Context: an optimization exercise on an open-source flow, tuned for small area and a short achievable clock period. The choices shown serve that exercise and are no tape-out recipe.
Only simulation tests tie the RTL to the original design; equivalence was not proved.
Power figures rest on the tool's default switching activity, not on a simulated workload.

## dct2d
module dct2d (
  input  logic              clk,
  input  logic              rst_n,
  input  logic              x_valid,
  input  logic signed [7:0] x_data,
  output logic              y_valid,
  output logic signed [13:0] y_data
);
Size: ~5500 cells after synthesis, roughly 1500 flip-flops, ~26 I/O pins, roughly 69000 sq um of cells after synthesis.
export LEC_CHECK = 0
export ABC_CLOCK_PERIOD_IN_PS = 2500
export CAP_MARGIN = 20
export CORE_MARGIN = 2
export CORE_UTILIZATION = 45
export CTS_CLUSTER_DIAMETER = 100
export CTS_CLUSTER_SIZE = 24
export SETUP_SLACK_MARGIN = 4.5
export SLEW_MARGIN = 20
create_clock -name core_clock -period 7.0 [get_ports {clk}]
run.sh (not shown) runs the stock make flow with config.mk's settings and CLKGATE_MAP_FILE= SYNTH_SCRIPT=/design/flow/synth_recipe.tcl, a recipe that flattens the netlist after the stock synthesis.
The starting point finished with timing, DRC and antenna clean.
Then changed:
--- a/flow/design.v
+++ b/flow/design.v
@@ -68,13 +68,14 @@
     endcase
   end
 endmodule
 module dctPass #(
   parameter int IN_W  = 8,
   parameter int OUT_W = 10,
-  parameter bit GAPS  = 1
+  parameter bit GAPS  = 1,
+  parameter bit OUT_REG = 1
 ) (
   input  logic                    clk,
   input  logic                    rst_n,
   input  logic signed [IN_W-1:0]  inData,
   input  logic                    inValid,
   output logic signed [OUT_W-1:0] outData,
@@ -131,13 +132,13 @@
         kCnt <= kCnt + 3'd1;
         if (kCnt == 3'd7) emit <= 1'b0;
       end
       v1       <= emit;
       v2       <= v1;
       v3       <= v2;
-      outValid <= v3;
+      outValid <= OUT_REG ? v3 : v2;
     end
   end
   for (genvar n = 0; n < 4; n++) begin : g_lane
     logic signed [9:0]     coef;
     logic signed [E_W-1:0] opReg;
     logic [4:0]            one, ng;
@@ -212,16 +213,21 @@
     b6 = ((a5 & b5) | (a5 & b4) | (b5 & b4)) << 1;
   end
   always_ff @(posedge clk) begin
     sumS <= a6;
     sumC <= b6;
   end
-  always_ff @(posedge clk) begin
-    outData <= sumS + sumC;
+  if (OUT_REG) begin : g_outReg
+    always_ff @(posedge clk) begin
+      outData <= sumS + sumC;
+    end
+    assign outSoon = v3;
+  end else begin : g_outComb
+    assign outData = sumS + sumC;
+    assign outSoon = v2;
   end
-  assign outSoon = v3;
 endmodule
 module transposeBuffer #(
   parameter int W = 10
 ) (
   input  logic                clk,
   input  logic                rst_n,
@@ -231,13 +237,12 @@
   output logic                rdValid
 );
   logic signed [W-1:0] mem [64];
   logic [5:0]          wrPtr;
   logic                wrPar;
   logic [5:0]          wrAddr;
-  logic                wrEn;
   logic                wrLast;
   logic [7:0]          wrHi, wrLo;
   logic [5:0]          rdPtr;
   logic                rdPar;
   logic                rdActive;
   logic [5:0]          rdAddr;
@@ -258,21 +263,19 @@
     rdAddr = par ? step : {step[2:0], step[5:3]};
   end
   always_ff @(posedge clk or negedge rst_n) begin
     if (!rst_n) begin
       wrPtr    <= '0;
       wrPar    <= 1'b0;
-      wrEn     <= 1'b0;
       wrLast   <= 1'b0;
       rdPtr    <= '0;
       rdPar    <= 1'b0;
       rdActive <= 1'b0;
       rdEn     <= 1'b0;
       rdValid  <= 1'b0;
     end else begin
-      wrEn   <= wrSoon;
       wrLast <= wrSoon && (wrPtr == 6'd63);
       if (wrSoon) begin
         wrPtr <= wrPtr + 6'd1;
         if (wrPtr == 6'd63) wrPar <= ~wrPar;
       end
       if (wrLast) begin
@@ -285,32 +288,31 @@
       end
       rdEn    <= wrLast || (rdActive && rdPtr != 6'd0);
       rdValid <= rdEn;
     end
   end
   always_ff @(posedge clk) begin
-    if (wrSoon) begin
-      wrHi <= 8'b1 << wrAddr[5:3];
-      wrLo <= 8'b1 << wrAddr[2:0];
-    end
+    wrHi <= wrSoon ? 8'b1 << wrAddr[5:3] : 8'b0;
+    if (wrSoon) wrLo <= 8'b1 << wrAddr[2:0];
     rdHi <= 8'b1 << rdAddr[5:3];
     rdLo <= 8'b1 << rdAddr[2:0];
   end
   always_ff @(posedge clk) begin
     for (int a = 0; a < 8; a++) begin
       for (int b = 0; b < 8; b++) begin
-        if (wrEn && wrHi[a] && wrLo[b]) mem[8*a+b] <= wrData;
+        if (wrHi[a] && wrLo[b]) mem[8*a+b] <= wrData;
       end
     end
   end
+  logic [W-1:0] bankOr [8];
   always_comb begin
     rdOr = '0;
     for (int a = 0; a < 8; a++) begin
-      for (int b = 0; b < 8; b++) begin
-        rdOr = rdOr | ({W{rdHi[a] & rdLo[b]}} & mem[8*a+b]);
-      end
+      bankOr[a] = '0;
+      for (int b = 0; b < 8; b++) bankOr[a] = bankOr[a] | ({W{rdLo[b]}} & mem[8*a+b]);
+      rdOr = rdOr | ({W{rdHi[a]}} & bankOr[a]);
     end
   end
   always_ff @(posedge clk) begin
     rdData <= rdOr;
   end
 endmodule
@@ -326,23 +328,19 @@
   logic signed [dctPkg::SAMPLE_W-1:0]  xData;
   logic signed [dctPkg::STAGE_W-1:0]   rowData;
   logic                                rowSoon;
   logic signed [dctPkg::STAGE_W-1:0]   colIn;
   logic                                colInValid;
   logic signed [dctPkg::COL_W-1:0]     colData;
-  always_ff @(posedge clk or negedge rst_n) begin
-    if (!rst_n) xValid <= 1'b0;
-    else        xValid <= x_valid;
-  end
-  always_ff @(posedge clk) begin
-    xData <= x_data;
-  end
+  assign xValid = x_valid;
+  assign xData  = x_data;
   dctPass #(
     .IN_W  (dctPkg::SAMPLE_W),
     .OUT_W (dctPkg::STAGE_W),
-    .GAPS  (1'b1)
+    .GAPS  (1'b1),
+    .OUT_REG (1'b0)
   ) rowPass (
     .clk      (clk),
     .rst_n    (rst_n),
     .inData   (xData),
     .inValid  (xValid),
     .outData  (rowData),
@@ -359,13 +357,14 @@
     .rdData  (colIn),
     .rdValid (colInValid)
   );
   dctPass #(
     .IN_W  (dctPkg::STAGE_W),
     .OUT_W (dctPkg::COL_W),
-    .GAPS  (1'b0)
+    .GAPS  (1'b0),
+    .OUT_REG (1'b1)
   ) colPass (
     .clk      (clk),
     .rst_n    (rst_n),
     .inData   (colIn),
     .inValid  (colInValid),
     .outData  (colData),
Effect: The new run passed the timing, design-rule and antenna checks. Non-clock buffer count shrinks by 17. Via count shrinks by 6.7%. Total power grows by 6.4%. Routed wire length shrinks by 13%. Combinational power grows by about 10%. Utilization barely changes. Die area shrinks by 1.9%. Critical path depth is unchanged. Clock skew shrinks by 12 ps. Cell count shrinks by 2.7%. Clock power shrinks by about 1%. Design area shrinks by 1.6%. Register-to-register slack is about the same. Clock-buffer cell count shrinks by 3.

==> what the ideal ports hide <==
Ports are ideal in the flow. The routed layouts listed here were re-timed in OpenROAD.
Step 1 sets driving cells, clkbuf_16 on the clock port and buf_2 on the other inputs (assumed; they add their load-dependent delay and slew).
Step 2 moves the port delays by t, midway between the first and last clock arrival at a register: inputs arrive t later, outputs are due t later. That takes back most of the time a late clock gives input paths.
Three values: ideal ports, drivers, drivers and shift; two values: the first two.
run	t, ns	setup slack, ns	slew at the worst register clock pin (ns)
the first run	0.763	4.215 / 4.215 / 4.215	0.10 / 0.10
the second run	0.767	4.216 / 4.216 / 3.889	0.10 / 0.10
After both steps every run listed still meets setup and hold. The setup slack of the second run, which loses most, moves by 0.000 ns with the drivers and by -0.327 ns with both steps.
